This is an optimization exercise on Yosys and OpenROAD, whose aim is a short achievable clock period and few clock cycles per item, not a production implementation.
Function was checked by simulation only, so behaviour that the tests miss may differ from the original.
Power is estimated from default activity; no workload was simulated.

File: flow/run.sh
#!/bin/bash
# synth_recipe.tcl (not shown) runs the flow's synth.tcl, then flattens the netlist and writes it again
# the make line also repeats each setting of config.mk as NAME=value (left out here)
make -C /OpenROAD-flow-scripts/flow DESIGN_CONFIG=/design/flow/config.mk WORK_HOME=/design/flow/orfs CLKGATE_MAP_FILE= SYNTH_SCRIPT=/design/flow/synth_recipe.tcl finish
File: flow/design.v
`timescale 1ns / 1ps
`default_nettype none
module bsa_ctrl (
   input  wire logic          clock,
   input  wire logic          reset,
   input  wire logic          req_tvalid,
   output logic               req_tready,
   input  wire logic [2:0]    status,
   output logic [3:0]         cmd
);
   localparam int ADDR_BITS      = 48;
   localparam int LOG2_BITS      = 5;
   localparam int LOG2_MIN       = 4;
   localparam int LOG2_MAX       = 16;
   localparam int BLOCK_BYTES    = 65536;
   localparam int OFS_BITS       = 16;
   localparam int MAX_SLOTS      = 4096;
   localparam int COUNT_BITS     = 13;
   localparam int MAP_WORD_BITS  = 64;
   localparam int MAP_WORDS      = 64;
   localparam int BIT_IDX_BITS   = 6;
   localparam int WORD_IDX_BITS  = 6;
   localparam int SLOT_IDX_BITS  = WORD_IDX_BITS + BIT_IDX_BITS;
   localparam int RSP_DATA_BITS  = 64;
   localparam int CSR_INDEX_BITS = 1;
   localparam logic OP_ALLOC   = 1'b0;
   localparam logic OP_RELEASE = 1'b1;
   localparam logic [CSR_INDEX_BITS-1:0] CSR_SLOT_LOG2  = 1'b0;
   localparam logic [CSR_INDEX_BITS-1:0] CSR_BLOCK_BASE = 1'b1;
   localparam logic [1:0] ST_OK           = 2'd0;
   localparam logic [1:0] ST_FULL         = 2'd1;
   localparam logic [1:0] ST_BAD_ADDR     = 2'd2;
   localparam logic [1:0] ST_ALREADY_FREE = 2'd3;
   localparam int CMD_COMMIT  = 0;
   localparam int CMD_LOOKUP  = 1;
   localparam int CMD_CAPTURE = 2;
   localparam int CMD_CLEAR   = 3;
   localparam int STS_OUT_FREE   = 0;
   localparam int STS_CFG_CLEAR  = 1;
   localparam int STS_CLEAR_LAST = 2;
   function automatic logic [BIT_IDX_BITS-1:0] lowest_set(input logic [MAP_WORD_BITS-1:0] v);
      logic [BIT_IDX_BITS-1:0] r;
      r = '0;
      for (int i = MAP_WORD_BITS - 1; i >= 0; i--) begin
         if (v[i]) begin
            r = BIT_IDX_BITS'(i);
         end
      end
      lowest_set = r;
   endfunction
   function automatic logic [MAP_WORD_BITS-1:0] fill_word(input logic [WORD_IDX_BITS-1:0] w,
                                                          input logic [COUNT_BITS-1:0] n);
      logic [COUNT_BITS:0]        lo;
      logic [COUNT_BITS:0]        n_ext;
      logic [COUNT_BITS:0]        rem;
      logic [MAP_WORD_BITS-1:0]   r;
      lo    = {(COUNT_BITS + 1 - SLOT_IDX_BITS)'(0), w, BIT_IDX_BITS'(0)};
      n_ext = {1'b0, n};
      rem   = n_ext - lo;
      if (n_ext >= lo + (COUNT_BITS + 1)'(MAP_WORD_BITS)) begin
         r = '1;
      end else if (n_ext <= lo) begin
         r = '0;
      end else begin
         r = (MAP_WORD_BITS'(1) << rem[BIT_IDX_BITS-1:0]) - MAP_WORD_BITS'(1);
      end
      fill_word = r;
   endfunction
   function automatic logic [MAP_WORDS-1:0] summary_fill(input logic [COUNT_BITS-1:0] n);
      logic [MAP_WORDS-1:0] r;
      for (int w = 0; w < MAP_WORDS; w++) begin
         r[w] = ((COUNT_BITS + 1)'(w) * (COUNT_BITS + 1)'(MAP_WORD_BITS)) < {1'b0, n};
      end
      summary_fill = r;
   endfunction
   typedef enum logic [3:0] {
      S_CLEAR  = 4'b0001,
      S_IDLE   = 4'b0010,
      S_LOOK   = 4'b0100,
      S_COMMIT = 4'b1000
   } state_type;
   state_type state_ff;
   state_type state_in;
   always_comb begin
      state_in    = state_ff;
      cmd         = '0;
      req_tready  = 1'b0;
      case (state_ff)
         S_CLEAR: begin
            cmd[CMD_CLEAR] = 1'b1;
            if (status[STS_CLEAR_LAST]) begin
               state_in = S_IDLE;
            end
         end
         S_IDLE: begin
            req_tready = !status[STS_CFG_CLEAR];
            if (req_tvalid && !status[STS_CFG_CLEAR]) begin
               cmd[CMD_CAPTURE] = 1'b1;
               state_in    = S_LOOK;
            end
         end
         S_LOOK: begin
            cmd[CMD_LOOKUP] = 1'b1;
            state_in   = S_COMMIT;
         end
         S_COMMIT: begin
            if (status[STS_OUT_FREE]) begin
               cmd[CMD_COMMIT] = 1'b1;
               state_in   = S_IDLE;
            end
         end
         default: begin
            state_in = S_CLEAR;
         end
      endcase
      if (status[STS_CFG_CLEAR]) begin
         state_in = S_CLEAR;
      end
   end
   always_ff @(posedge clock) begin
      if (reset) begin
         state_ff <= S_CLEAR;
      end else begin
         state_ff <= state_in;
      end
   end
endmodule
`default_nettype wire
`timescale 1ns / 1ps
`default_nettype none
module bsa_datapath (
   input  wire logic                      clock,
   input  wire logic                      reset,
   input  wire logic [3:0]                cmd,
   output logic [2:0]                     status,
   input  wire logic                      csr_valid,
   input  wire logic                      csr_ready,
   input  wire logic [0:0]                csr_index,
   input  wire logic [47:0]               csr_data,
   input  wire logic                      req_op,
   input  wire logic [47:0]               req_addr,
   output logic                           rsp_tvalid,
   input  wire logic                      rsp_tready,
   output logic [63:0]                    rsp_tdata,
   output logic [1:0]                     rsp_tuser
);
   localparam int ADDR_BITS      = 48;
   localparam int LOG2_BITS      = 5;
   localparam int LOG2_MIN       = 4;
   localparam int LOG2_MAX       = 16;
   localparam int BLOCK_BYTES    = 65536;
   localparam int OFS_BITS       = 16;
   localparam int MAX_SLOTS      = 4096;
   localparam int COUNT_BITS     = 13;
   localparam int MAP_WORD_BITS  = 64;
   localparam int MAP_WORDS      = 64;
   localparam int BIT_IDX_BITS   = 6;
   localparam int WORD_IDX_BITS  = 6;
   localparam int SLOT_IDX_BITS  = WORD_IDX_BITS + BIT_IDX_BITS;
   localparam int RSP_DATA_BITS  = 64;
   localparam int CSR_INDEX_BITS = 1;
   localparam logic OP_ALLOC   = 1'b0;
   localparam logic OP_RELEASE = 1'b1;
   localparam logic [CSR_INDEX_BITS-1:0] CSR_SLOT_LOG2  = 1'b0;
   localparam logic [CSR_INDEX_BITS-1:0] CSR_BLOCK_BASE = 1'b1;
   localparam logic [1:0] ST_OK           = 2'd0;
   localparam logic [1:0] ST_FULL         = 2'd1;
   localparam logic [1:0] ST_BAD_ADDR     = 2'd2;
   localparam logic [1:0] ST_ALREADY_FREE = 2'd3;
   localparam int CMD_COMMIT  = 0;
   localparam int CMD_LOOKUP  = 1;
   localparam int CMD_CAPTURE = 2;
   localparam int CMD_CLEAR   = 3;
   localparam int STS_OUT_FREE   = 0;
   localparam int STS_CFG_CLEAR  = 1;
   localparam int STS_CLEAR_LAST = 2;
   function automatic logic [BIT_IDX_BITS-1:0] lowest_set(input logic [MAP_WORD_BITS-1:0] v);
      logic [BIT_IDX_BITS-1:0] r;
      r = '0;
      for (int i = MAP_WORD_BITS - 1; i >= 0; i--) begin
         if (v[i]) begin
            r = BIT_IDX_BITS'(i);
         end
      end
      lowest_set = r;
   endfunction
   function automatic logic [MAP_WORD_BITS-1:0] fill_word(input logic [WORD_IDX_BITS-1:0] w,
                                                          input logic [COUNT_BITS-1:0] n);
      logic [COUNT_BITS:0]        lo;
      logic [COUNT_BITS:0]        n_ext;
      logic [COUNT_BITS:0]        rem;
      logic [MAP_WORD_BITS-1:0]   r;
      lo    = {(COUNT_BITS + 1 - SLOT_IDX_BITS)'(0), w, BIT_IDX_BITS'(0)};
      n_ext = {1'b0, n};
      rem   = n_ext - lo;
      if (n_ext >= lo + (COUNT_BITS + 1)'(MAP_WORD_BITS)) begin
         r = '1;
      end else if (n_ext <= lo) begin
         r = '0;
      end else begin
         r = (MAP_WORD_BITS'(1) << rem[BIT_IDX_BITS-1:0]) - MAP_WORD_BITS'(1);
      end
      fill_word = r;
   endfunction
   function automatic logic [MAP_WORDS-1:0] summary_fill(input logic [COUNT_BITS-1:0] n);
      logic [MAP_WORDS-1:0] r;
      for (int w = 0; w < MAP_WORDS; w++) begin
         r[w] = ((COUNT_BITS + 1)'(w) * (COUNT_BITS + 1)'(MAP_WORD_BITS)) < {1'b0, n};
      end
      summary_fill = r;
   endfunction
   logic [LOG2_BITS-1:0]     slot_log2_ff;
   logic [ADDR_BITS-1:0]     base_ff;
   logic [WORD_IDX_BITS-1:0] clr_ptr_ff;
   logic [MAP_WORDS-1:0]     summary_ff;
   logic [COUNT_BITS-1:0]    free_total_ff;
   logic [MAP_WORD_BITS-1:0] map_mem [MAP_WORDS];
   logic                     op_ff;
   logic [ADDR_BITS-1:0]     addr_ff;
   logic [WORD_IDX_BITS-1:0] widx_ff;
   logic [BIT_IDX_BITS-1:0]  rel_bit_ff;
   logic                     bad_ff;
   logic                     full_ff;
   logic [MAP_WORD_BITS-1:0] rd_word_ff;
   logic                     rsp_valid_ff;
   logic [ADDR_BITS-1:0]     rsp_addr_ff;
   logic [1:0]               rsp_status_ff;
   logic [COUNT_BITS-1:0]    rsp_free_ff;
   logic                     cfg_write;
   logic [LOG2_BITS-1:0]     lg;
   logic [OFS_BITS:0]        n_full;
   logic [COUNT_BITS-1:0]    slot_n;
   logic [ADDR_BITS:0]       end_addr;
   logic                     in_range;
   logic [ADDR_BITS-1:0]     ofs;
   logic [OFS_BITS:0]        ofs_ext;
   logic [OFS_BITS:0]        align_mask;
   logic [OFS_BITS:0]        rel_idx_full;
   logic                     bad_addr;
   logic [SLOT_IDX_BITS-1:0] rel_idx;
   logic [WORD_IDX_BITS-1:0] look_widx;
   logic [BIT_IDX_BITS-1:0]  alloc_bit;
   logic [MAP_WORD_BITS-1:0] alloc_word;
   logic [MAP_WORD_BITS-1:0] rel_mask;
   logic [MAP_WORD_BITS-1:0] rel_word;
   logic                     already_free;
   logic [SLOT_IDX_BITS+OFS_BITS-1:0] slot_ofs;
   logic [ADDR_BITS-1:0]     alloc_addr;
   logic                     wr_en;
   logic [MAP_WORD_BITS-1:0] wr_word;
   logic                     sum_bit;
   logic [COUNT_BITS-1:0]    total_in;
   logic [ADDR_BITS-1:0]     res_addr;
   logic [1:0]               res_status;
   assign cfg_write = csr_valid && csr_ready;
   always_comb begin
      if (slot_log2_ff < LOG2_BITS'(LOG2_MIN)) begin
         lg = LOG2_BITS'(LOG2_MIN);
      end else if (slot_log2_ff > LOG2_BITS'(LOG2_MAX)) begin
         lg = LOG2_BITS'(LOG2_MAX);
      end else begin
         lg = slot_log2_ff;
      end
      n_full = (OFS_BITS + 1)'(BLOCK_BYTES) >> lg;
      if (n_full > (OFS_BITS + 1)'(MAX_SLOTS)) begin
         slot_n = COUNT_BITS'(MAX_SLOTS);
      end else begin
         slot_n = n_full[COUNT_BITS-1:0];
      end
   end
   always_comb begin
      end_addr     = {1'b0, base_ff} + (ADDR_BITS + 1)'(BLOCK_BYTES);
      in_range     = (addr_ff >= base_ff) && ({1'b0, addr_ff} < end_addr);
      ofs          = addr_ff - base_ff;
      ofs_ext      = {1'b0, ofs[OFS_BITS-1:0]};
      align_mask   = ((OFS_BITS + 1)'(1) << lg) - (OFS_BITS + 1)'(1);
      rel_idx_full = ofs_ext >> lg;
      bad_addr     = !in_range || ((ofs_ext & align_mask) != '0)
                     || (rel_idx_full >= (OFS_BITS + 1)'(slot_n));
      rel_idx      = rel_idx_full[SLOT_IDX_BITS-1:0];
      if (op_ff == OP_ALLOC) begin
         look_widx = lowest_set(summary_ff);
      end else begin
         look_widx = rel_idx[SLOT_IDX_BITS-1:BIT_IDX_BITS];
      end
   end
   always_comb begin
      alloc_bit    = lowest_set(rd_word_ff);
      alloc_word   = rd_word_ff & ~(MAP_WORD_BITS'(1) << alloc_bit);
      rel_mask     = MAP_WORD_BITS'(1) << rel_bit_ff;
      rel_word     = rd_word_ff | rel_mask;
      already_free = (rd_word_ff & rel_mask) != '0;
      slot_ofs     = (SLOT_IDX_BITS + OFS_BITS)'({widx_ff, alloc_bit}) << lg;
      alloc_addr   = base_ff + ADDR_BITS'(slot_ofs);
      wr_en      = 1'b0;
      wr_word    = rd_word_ff;
      sum_bit    = summary_ff[widx_ff];
      total_in   = free_total_ff;
      res_addr   = '0;
      res_status = ST_OK;
      if (op_ff == OP_ALLOC) begin
         if (full_ff) begin
            res_status = ST_FULL;
         end else begin
            wr_en    = 1'b1;
            wr_word  = alloc_word;
            sum_bit  = alloc_word != '0;
            total_in = free_total_ff - COUNT_BITS'(1);
            res_addr = alloc_addr;
         end
      end else begin
         if (bad_ff) begin
            res_status = ST_BAD_ADDR;
         end else if (already_free) begin
            res_status = ST_ALREADY_FREE;
         end else begin
            wr_en    = 1'b1;
            wr_word  = rel_word;
            sum_bit  = 1'b1;
            total_in = free_total_ff + COUNT_BITS'(1);
         end
      end
   end
   always_ff @(posedge clock) begin
      if (reset) begin
         slot_log2_ff <= LOG2_BITS'(LOG2_MIN);
         base_ff      <= '0;
         clr_ptr_ff   <= '0;
      end else begin
         if (cfg_write && (csr_index == CSR_SLOT_LOG2)) begin
            slot_log2_ff <= csr_data[LOG2_BITS-1:0];
         end
         if (cfg_write && (csr_index == CSR_BLOCK_BASE)) begin
            base_ff <= csr_data;
         end
         if (status[STS_CFG_CLEAR]) begin
            clr_ptr_ff <= '0;
         end else if (cmd[CMD_CLEAR]) begin
            clr_ptr_ff <= clr_ptr_ff + WORD_IDX_BITS'(1);
         end
      end
   end
   always_ff @(posedge clock) begin
      if (cmd[CMD_CLEAR]) begin
         map_mem[clr_ptr_ff] <= fill_word(clr_ptr_ff, slot_n);
      end else if (cmd[CMD_COMMIT] && wr_en) begin
         map_mem[widx_ff] <= wr_word;
      end
      if (cmd[CMD_LOOKUP]) begin
         rd_word_ff <= map_mem[look_widx];
      end
   end
   always_ff @(posedge clock) begin
      if (cmd[CMD_CLEAR]) begin
         summary_ff    <= summary_fill(slot_n);
         free_total_ff <= slot_n;
      end else if (cmd[CMD_COMMIT]) begin
         summary_ff[widx_ff] <= sum_bit;
         free_total_ff       <= total_in;
      end
      if (cmd[CMD_CAPTURE]) begin
         op_ff   <= req_op;
         addr_ff <= req_addr;
      end
      if (cmd[CMD_LOOKUP]) begin
         widx_ff    <= look_widx;
         rel_bit_ff <= rel_idx[BIT_IDX_BITS-1:0];
         bad_ff     <= bad_addr;
         full_ff    <= free_total_ff == '0;
      end
      if (cmd[CMD_COMMIT]) begin
         rsp_addr_ff   <= res_addr;
         rsp_status_ff <= res_status;
         rsp_free_ff   <= total_in;
      end
   end
   always_ff @(posedge clock) begin
      if (reset) begin
         rsp_valid_ff <= 1'b0;
      end else if (cmd[CMD_COMMIT]) begin
         rsp_valid_ff <= 1'b1;
      end else if (rsp_tready) begin
         rsp_valid_ff <= 1'b0;
      end
   end
   assign status[STS_CLEAR_LAST] = clr_ptr_ff == WORD_IDX_BITS'(MAP_WORDS - 1);
   assign status[STS_CFG_CLEAR]  = cfg_write && (csr_index == CSR_SLOT_LOG2);
   assign status[STS_OUT_FREE]   = !rsp_valid_ff || rsp_tready;
   assign rsp_tvalid = rsp_valid_ff;
   assign rsp_tdata  = {(RSP_DATA_BITS - ADDR_BITS - COUNT_BITS)'(0), rsp_free_ff, rsp_addr_ff};
   assign rsp_tuser  = rsp_status_ff;
endmodule
`default_nettype wire
`timescale 1ns / 1ps
`default_nettype none
module bitmap_slot_allocator_unit (
   input  wire logic                      clock,
   input  wire logic                      reset,
   input  wire logic                      req_tvalid,
   output logic                           req_tready,
   input  wire logic [47:0]               req_tdata,    
   input  wire logic                      req_tuser,    
   output logic                           rsp_tvalid,
   input  wire logic                      rsp_tready,
   output logic [63:0]                    rsp_tdata,    
   output logic [1:0]                     rsp_tuser,    
   input  wire logic                      csr_valid,
   output logic                           csr_ready,
   input  wire logic [0:0]                csr_index,
   input  wire logic [47:0]               csr_data
);
   logic [3:0] cmd;
   logic [2:0] status;
   assign csr_ready = 1'b1;
   bsa_ctrl u_ctrl (
      .clock      (clock),
      .reset      (reset),
      .req_tvalid (req_tvalid),
      .req_tready (req_tready),
      .status     (status),
      .cmd        (cmd)
   );
   bsa_datapath u_datapath (
      .clock      (clock),
      .reset      (reset),
      .cmd        (cmd),
      .status     (status),
      .csr_valid  (csr_valid),
      .csr_ready  (csr_ready),
      .csr_index  (csr_index),
      .csr_data   (csr_data),
      .req_op     (req_tuser),
      .req_addr   (req_tdata),
      .rsp_tvalid (rsp_tvalid),
      .rsp_tready (rsp_tready),
      .rsp_tdata  (rsp_tdata),
      .rsp_tuser  (rsp_tuser)
   );
endmodule
`default_nettype wire
   localparam int ADDR_BITS      = 48;
   localparam int LOG2_BITS      = 5;
   localparam int LOG2_MIN       = 4;
   localparam int LOG2_MAX       = 16;
   localparam int BLOCK_BYTES    = 65536;
   localparam int OFS_BITS       = 16;
   localparam int MAX_SLOTS      = 4096;
   localparam int COUNT_BITS     = 13;
   localparam int MAP_WORD_BITS  = 64;
   localparam int MAP_WORDS      = 64;
   localparam int BIT_IDX_BITS   = 6;
   localparam int WORD_IDX_BITS  = 6;
   localparam int SLOT_IDX_BITS  = WORD_IDX_BITS + BIT_IDX_BITS;
   localparam int RSP_DATA_BITS  = 64;
   localparam int CSR_INDEX_BITS = 1;
   localparam logic OP_ALLOC   = 1'b0;
   localparam logic OP_RELEASE = 1'b1;
   localparam logic [CSR_INDEX_BITS-1:0] CSR_SLOT_LOG2  = 1'b0;
   localparam logic [CSR_INDEX_BITS-1:0] CSR_BLOCK_BASE = 1'b1;
   localparam logic [1:0] ST_OK           = 2'd0;
   localparam logic [1:0] ST_FULL         = 2'd1;
   localparam logic [1:0] ST_BAD_ADDR     = 2'd2;
   localparam logic [1:0] ST_ALREADY_FREE = 2'd3;
   localparam int CMD_COMMIT  = 0;
   localparam int CMD_LOOKUP  = 1;
   localparam int CMD_CAPTURE = 2;
   localparam int CMD_CLEAR   = 3;
   localparam int STS_OUT_FREE   = 0;
   localparam int STS_CFG_CLEAR  = 1;
   localparam int STS_CLEAR_LAST = 2;
   function automatic logic [BIT_IDX_BITS-1:0] lowest_set(input logic [MAP_WORD_BITS-1:0] v);
      logic [BIT_IDX_BITS-1:0] r;
      r = '0;
      for (int i = MAP_WORD_BITS - 1; i >= 0; i--) begin
         if (v[i]) begin
            r = BIT_IDX_BITS'(i);
         end
      end
      lowest_set = r;
   endfunction
   function automatic logic [MAP_WORD_BITS-1:0] fill_word(input logic [WORD_IDX_BITS-1:0] w,
                                                          input logic [COUNT_BITS-1:0] n);
      logic [COUNT_BITS:0]        lo;
      logic [COUNT_BITS:0]        n_ext;
      logic [COUNT_BITS:0]        rem;
      logic [MAP_WORD_BITS-1:0]   r;
      lo    = {(COUNT_BITS + 1 - SLOT_IDX_BITS)'(0), w, BIT_IDX_BITS'(0)};
      n_ext = {1'b0, n};
      rem   = n_ext - lo;
      if (n_ext >= lo + (COUNT_BITS + 1)'(MAP_WORD_BITS)) begin
         r = '1;
      end else if (n_ext <= lo) begin
         r = '0;
      end else begin
         r = (MAP_WORD_BITS'(1) << rem[BIT_IDX_BITS-1:0]) - MAP_WORD_BITS'(1);
      end
      fill_word = r;
   endfunction
   function automatic logic [MAP_WORDS-1:0] summary_fill(input logic [COUNT_BITS-1:0] n);
      logic [MAP_WORDS-1:0] r;
      for (int w = 0; w < MAP_WORDS; w++) begin
         r[w] = ((COUNT_BITS + 1)'(w) * (COUNT_BITS + 1)'(MAP_WORD_BITS)) < {1'b0, n};
      end
      summary_fill = r;
   endfunction
File: flow/config.mk
export PLATFORM = sky130hd
export DESIGN_NAME = bitmap_slot_allocator_unit
export DESIGN_NICKNAME = bitmap_slot_allocator_unit
export VERILOG_FILES = /design/flow/design.v
export SDC_FILE = /design/flow/constraint.sdc
export NUM_CORES = 4
export LEC_CHECK = 0
export CAP_MARGIN = 20
export CORE_MARGIN = 2
export CORE_UTILIZATION = 40
export SLEW_MARGIN = 20
File: flow/constraint.sdc
create_clock -name core_clock -period 10.0 [get_ports {clock}]
set_input_delay 2.0000 -clock core_clock [delete_from_list [all_inputs] [get_ports {clock}]]
set_output_delay 2.0000 -clock core_clock [all_outputs]
set_load 0.01 [all_outputs]
==> metrics.csv, run 1 <==
metric,value,unit
clk_pin_slew_worst_paths,0.06,ns
path_common_cell,o21ai_0,
cts_tree,yes,
slowest_delay,0.99,ns
yosysSeqAreaShare,72.6,%
drt_iter0_drc,18000,
core_area,453000,um2
dp_hpwl,368,mm
cap_violations,0,
yosys_warnings,2,
finalSetupViolCount,0,
hold_ws,0.484,ns
wl_per_cell,33.9,um
setup.worst_path.class,register to register,
min_from,u_datapath.base_ff[1]$_SDFFE_PP0P_,
ios,172,
synth_area,182000,um2
yosys-top-cells-count,"4363 x edfxtp_1, 1481 x nand2_1, 817 x a21oi_1",
ctsResizeCount,0,
async_flop_share,0,%
required,10.67,ns
ctsHoldBuffers,0,
overflow,0,
crit_path_start_kind,register,
fp.dieArea,461000,um2
cp-end-kind,register,
cp_cell_sequence,"buf_4, mux2i_1, o221ai_1, nor4_1, a41oi_1, o21ai_0, o211ai_1, or2_2, o21ai_0, and2_2, nand3_1, o21ai_0, nand2_1, nor2_4, buf_4",
drc,0,
drive_above_1_share,12.9,%
status,no timing/DRC/antenna violations,
core.rowCount,247,
cts_root_buf,clkbuf_16,
synth_most_common_cell,edfxtp_1,
min_period_over_period,76.3,%
fillCellCount,38800,
hold_depth,2,
grt_antenna_before_repair,36,
reg2reg_slack,2.37,ns
regToRegEndpoint,u_datapath.map_mem[58][30]$_DFFE_PP_,
setup_tns,0,ns
crit_arrival,8.29,ns
min_path_type,register to register,
io_buffers,167,
track_usage,26.5,%
relSlewSlack,17.8,%
fin_skew,0.0741,ns
drtAntennaViolNets,0,
die_y,679,um
critical-path-slowest-cell,nor2_4,
synth_flop_cell,edfxtp_1,
ir_worst_vdd,0.000160,V
p_leak,0.0636,uW
worstRegToRegCells,15,
clock-sinks,4427,
start_util,40.2,%
synth_edf_count,4363,
ctsLongestPathBuffers,4,
synth_top_area_share,71.9,%
die_x,679,um
grt_max_degree,121,
rr_startpoint,u_datapath.rel_bit_ff[4]$_DFFE_PP_,
htree_levels,5,
syn_avg_cell_area,15.3,um2
gp_congestion,0.982,
postCtsSetupRepairBufs,0,
max_freq,131,MHz
clkLatencyLatePin,1.09,ns
route.vias.total,116000,
path_max_fanout,37,
drtPass1Iterations,6,
tightest_slew,1.23,ns
synthCells,11900,
power.density,193,nW/um2
final_hold_viol_count,0,
yosys.area.top_type,edfxtp_1,
final_core_util,45.8,%
grt_pass1_vias,108000,
synth_cell_types,87,
nets,12500,
seq_area,132000,um2
rsz0062_at_grt,false,
viasPerCell,6.25,
cts_buffers,435,
whs_endpoint,u_datapath.base_ff[1]$_SDFFE_PP0P_,
syn2layout_area_growth,13.9,%
grt_pass1_wl,870,mm
wl,630,mm
min_period,7.63,ns
synth_area_leaders,"edfxtp_1 72%, mux4_2 5.2%, mux2i_1 3.5%",
maxSlewViolCount,0,
multi_input_area,48200,um2
synth-seq-cells,4427,
-- layer usage --
metal  wire length [um]  track usage, %  part of all wire, %  up-vias
li1                   -               -                    -    47500
met1             247000            36.7                   39    60000
met2             285000            41.0                   45     7381
met3              68800            5.43                   11     1271
met4              28600            10.5                  4.5       26
met5                189               0                0.030        -
-- worst max-delay path by stage --
stage	slack, ns	from	end
6_report	2.37	u_datapath.rel_bit_ff[4]$_DFFE_PP_	u_datapath.map_mem[58][30]$_DFFE_PP_
5_1_grt	2.26	u_datapath.rel_bit_ff[2]$_DFFE_PP_	u_datapath.map_mem[29][0]$_DFFE_PP_
4_1_cts	2.64	u_datapath.rel_bit_ff[2]$_DFFE_PP_	u_datapath.map_mem[58][35]$_DFFE_PP_
3_5_place_dp	2.68	u_datapath.rel_bit_ff[2]$_DFFE_PP_	u_datapath.map_mem[58][13]$_DFFE_PP_
3_3_place_gp	2.66	u_datapath.rel_bit_ff[4]$_DFFE_PP_	u_datapath.map_mem[21][42]$_DFFE_PP_
2_1_floorplan	0.66	rsp_tready	u_datapath.map_mem[16][0]$_DFFE_PP_
-- layout by cell type, fill, tap and decap left out, drive strengths merged, types with 40 or more instances in the layout --
| cell | instances |
|---|---|
| a2111oi | 44 |
| nor2b | 44 |
| a21oi | 817 |
| o211ai | 104 |
| o22ai | 128 |
| clkbuf | 541 |
| o221ai | 149 |
| nand4 | 171 |
| nand2 | 1481 |
| dfxtp | 64 |
| nand3 | 642 |
| o31ai | 59 |
| nand2b | 50 |
| inv | 145 |
| nor2 | 407 |
| o21ai | 328 |
| clkinv | 200 |
| ha | 147 |
| clkdlybuf4s50 | 166 |
| edfxtp | 4363 |
| a22oi | 40 |
| or3 | 45 |
| mux4 | 418 |
| mux2i | 634 |
| o2111ai | 110 |
| nor4 | 59 |
| nor3 | 212 |
| or4 | 56 |
| xnor2 | 77 |
| buf | 384 |
-- area by class of cell --
class	instances	area share, %
multi-input cells	6671	23.2
flip-flops and latches	4427	63.7
inverters	128	0.246
diodes	16	0.0193
clock buffers	541	5.49
well taps	5976	3.60
clock inverters	262	1.20
repair buffers	550	2.58
-- kinds of logic (layout without fill, tap and decap cells) --
family | count (synthesis) | in the layout | synth area share, %
compound gates | 2042 | 2042 | 7.04
xor+xnor | 105 | 105 | 0.504
fa+ha+maj | 149 | 149 | 1.03
buf+inv | 853 | 1481 | 1.89
flops | 4427 | 4427 | 72.6
mux | 1068 | 1068 | 8.74
other cells | 2 | 30 | 0.00412
simple gates | 3293 | 3293 | 8.23
-- critical path, delay by kind of cell (launching register included) --
family,cells,cell delay (ns)
multiplexers,1,0.27
AND/OR/NAND/NOR,6,3.38
AO/OA/AOI/OAI,6,1.82
flip-flops,1,0.34
buffers and inverters,2,1.28
-- state kept, by name (all words and copies together) (netlist names), 2 cells and up --
register / cells
u_datapath.rsp_status_ff: 2
u_datapath.rsp_free_ff: 13
u_datapath.widx_ff: 6
u_datapath.rd_word_ff: 64
u_datapath.rsp_addr_ff: 48
u_datapath.base_ff: 48
u_datapath.summary_ff: 64
u_datapath.rel_bit_ff: 6
u_datapath.addr_ff: 48
u_datapath.slot_log2_ff: 5
u_datapath.free_total_ff: 13
u_ctrl.state_ff: 4
u_datapath.clr_ptr_ff: 6
u_datapath.map_mem: 4096
-- stage by stage --
stage | setup slack (ns) | cell area [um2] | power (uW) | std cells
CTS | 2.64 | 208000 | 40200 | 18600
detailed placement | 2.68 | 194000 | 24200 | 17800
finish | 2.37 | 208000 | 40100 | 18600
floorplan | 0.663 | 182000 | 22900 | 12000
global placement | 2.66 | 194000 | 24200 | 17700
global route | 2.26 | 208000 | 41000 | 18600
-- where the power goes --
part	internal, uW	switching (uW)	total (uW)
registers	20500	49.8	20500
logic	1010	2310	3330
clock network	9020	7200	16200
total	30500	9560	40100
Testbench counts, summed over its fixed seeds: cycles 46,388, items 14,400.
==> run 2, diff against run 1 <==
--- a/flow/config.mk
+++ b/flow/config.mk
@@ -6,6 +6,8 @@
 export NUM_CORES = 4
 export LEC_CHECK = 0
+export ABC_CLOCK_PERIOD_IN_PS = 4000
 export CAP_MARGIN = 20
 export CORE_MARGIN = 2
 export CORE_UTILIZATION = 40
+export SETUP_SLACK_MARGIN = 5
 export SLEW_MARGIN = 20
==> run 2 against run 1 <==
- combinational power up 53%
- via count up 8.8%
- sequential share of layout area decreased by 5.5 points
- die area is the same
- highest routed layer unchanged
- design area grew 9.4%
==> metrics.csv, run 2 <==
metric,value,unit
ctsHoldBuffers,0,
syn2layout_area_growth,24.6,%
rsz0062_at_grt,true,
syn_avg_cell_area,15.3,um2
p_int,31500,uW
layout_commonest_cell,edfxtp_1,
tightest_slew,1.10,ns
min_period,5.47,ns
synth_top_family_by_area,multiplexers,
final_cell_mix,"4363 x edfxtp_1, 1441 x nand2_1, 648 x a21oi_1",
wl,731,mm
dp_hpwl,358,mm
clk_pin_slew_worst_paths,0.07,ns
wl_met3,107,mm
io_buffers,167,
synth_flop_cell,edfxtp_1,
combPwrFrac,12.2,%
ctsLongestPathBuffers,4,
synth_edf_count,4363,
cts_buffers,440,
sw_frac_of_total,24.9,%
yosys.area_share.simple,8.23,%
top_register,u_datapath.map_mem,
max_freq,183,MHz
cp-end-kind,register,
track_usage,30.4,%
synth_mux_area_share,8.74,%
async_flop_share,0,%
synthCells,11900,
grt_max_degree,80,
required,10.88,ns
yosys_warnings,2,
largestRegisters,"u_datapath.map_mem x4096, u_datapath.rd_word_ff x64, u_datapath.summary_ff x64",
placed_cells,17700,
fp.dieArea,461000,um2
status,no timing/DRC/antenna violations,
worstRegToRegCells,23,
synth_cell_types,87,
core_area,453000,um2
cts_root_buf,clkbuf_16,
yosys.area.top_type,edfxtp_1,
instances_no_fill,19400,
wl_met2,317,mm
cap_violations,0,
seq_power_share,49.0,%
nets,13300,
synth_xor_xnor_area_share,0.504,%
synth_top_area_share,71.9,%
final_hold_viol_count,0,
die_x,679,um
setup.worst_path.class,register to register,
p_leak,0.0716,uW
grt_antenna_before_repair,40,
fillCellCount,36800,
drc,0,
start_util,40.2,%
synth_compound_area_share,7.04,%
htree_levels,5,
final_core_util,50.1,%
gp_congestion,0.934,
clock-sinks,4427,
ir_worst_vdd,0.000156,V
ios,172,
min_period_over_period,54.7,%
top_layer_used,met5,
grt_pass1_vias,117000,
route.vias.total,126000,
drt_iter0_drc,23000,
synth_most_common_cell,edfxtp_1,
min_path_type,register to register,
finalSetupViolCount,0,
synth-seq-cells,4427,
viasPerCell,6.52,
met1_length,261,mm
crit_path_start_kind,register,
drtPass1Iterations,13,
p_sw,10400,uW
yosysSeqAreaShare,72.6,%
power.density,184,nW/um2
grt_pass1_wl,979,mm
synth_area_leaders,"edfxtp_1 72%, mux4_2 5.2%, mux2i_1 3.5%",
cts_tree,yes,
setup_tns,0,ns
drtAntennaViolNets,0,
crit_arrival,6.34,ns
die_y,679,um
synthAdderAreaFrac,1.03,%
largest_register_ffs,4096,
drive_above_1_share,23.7,%
core.rowCount,247,
clkLatencyLatePin,1.05,ns
path_max_fanout,7,
fin_skew,0.0604,ns
relSlewSlack,26.9,%
pwr-share-clk,38.9,%
yosys-top-cells-count,"4363 x edfxtp_1, 1481 x nand2_1, 817 x a21oi_1",
hold_depth,2,
maxSlewViolCount,0,
synth_area,182000,um2
wl_per_cell,37.7,um
overflow,0,
run 2: final cells by class:
cell class                 instances  area (um2)  share of cell area [%]
clock inverter                   247        2240                   0.986
timing repair inverter            15         248                   0.109
antenna                           26        65.1                  0.0286
timing repair buffer            1338       19200                    8.47
sequential                      4427      132000                    58.2
clock buffer                     540       11600                    5.08
multi-input combinational       6682       53600                    23.6
inverter                         128         559                   0.246
tap                             5976        7480                    3.29
run 2: worst max-delay path: stages, from the launching register on:
cell,delay [ns]
edfxtp_1,0.61
nor2b_4,0.07
o21ai_2,0.20
o211ai_1,0.14
a311o_1,0.37
a211o_1,0.34
a21o_4,0.24
buf_12,0.13
o21ai_4,0.28
a21oi_4,0.13
and2_4,0.21
mux2i_2,0.16
a211oi_2,0.10
ha_1,0.39
nand4_1,0.13
nor2_2,0.14
a21oi_4,0.09
a221oi_4,0.31
a41oi_2,0.15
buf_6,0.16
o21ai_4,0.26
nand2_2,0.15
or3_4,0.37
a21oi_2,0.15
run 2: power by group through the flow:
stage	clock network [uW]	registers, uW	logic, uW
after floorplan	0	20900	1980
after global placement	0	20900	3240
after detailed placement	0	20900	3250
after CTS	16300	20500	4710
after global routing	17000	20500	5170
final	16300	20500	5100
run 2: final timing paths:
| kind | slack, ns | end | from |
|---|---|---|---|
| max | 4.53 | u_datapath.rsp_addr_ff[39]$_SDFFCE_PP0P_ | u_datapath.rd_word_ff[62]$_DFFE_PP_ |
| min | 0.47 | u_datapath.base_ff[9]$_SDFFE_PP0P_ | u_datapath.base_ff[9]$_SDFFE_PP0P_ |
| max reg2reg | 4.53 | u_datapath.rsp_addr_ff[39]$_SDFFCE_PP0P_ | u_datapath.rd_word_ff[62]$_DFFE_PP_ |
| min reg2reg | 0.47 | u_datapath.base_ff[9]$_SDFFE_PP0P_ | u_datapath.base_ff[9]$_SDFFE_PP0P_ |
run 2: through the flow:
step                total power, uW  instance area [um2]  setup WS (ns)  hold slack, ns
floorplan                     22900               184000           4.38           0.450
global placement              24100               194000           2.91           0.469
detailed placement            24200               194000           2.89           0.471
CTS                           41600               223000           4.67           0.479
global route                  42700               227000           4.45           0.495
finish                        41900               227000           4.53           0.470
run 2: what timing repair did:
item / CTS / global route
buffers inserted: 477 / 137
cloned: 186 / 28
gates resized for setup: 1375 / 412
pin swaps: 336 / 228
setup endpoints to repair: 8358 / 7160
run 2: routing by layer:
| metal | vias up | track usage [%] |
|---|---|---|
| met5 | - | 0 |
| met1 | 64000 | 40.3 |
| li1 | 49300 | - |
| met3 | 2197 | 9.38 |
| met4 | 16 | 15.4 |
| met2 | 10800 | 45.3 |
run 2: kinds of logic after synthesis:
group | count (synthesis)
buffers and inverters | 853
adder cells (fa/ha/maj) | 149
flip-flops | 4427
AND/OR/NAND/NOR | 3293
other | 2
multiplexers | 1068
XOR/XNOR | 105
AO/OA/AOI/OAI | 2042

-- re-timing with driven ports --
The results above use ideal ports. As a check the final layouts listed here were re-extracted and re-timed, cells and wires unchanged. Step 1 (the two cells are an assumption about what drives the block):
set clk [get_ports {clock}]
set_driving_cell -lib_cell sky130_fd_sc_hd__clkbuf_16 $clk
set_driving_cell -lib_cell sky130_fd_sc_hd__buf_2 [delete_from_list [all_inputs] $clk]
Step 2 adds t to the input delays and takes it off the output delays; t is the mean of the earliest and latest rising clock arrival at the registers after step 1. Input paths then give back, and output paths get back, about the clock's delay inside the block. Slacks: no drivers / after step 1 / after step 2; pairs: no drivers / after step 1.
| run | shift t [ns] | setup slack, ns | worst setup path after step 2 |
|---|---|---|---|
| run 1 | 1.156 | 2.375 / 2.375 / 2.375 | register to register |
| run 2 | 1.153 | 4.532 / 4.532 / 4.500 | input to register |
After both steps setup and hold are still met in every run listed. The setup slack of run 2, which loses most, moves by 0.000 ns with the drivers and by -0.032 ns with both steps.
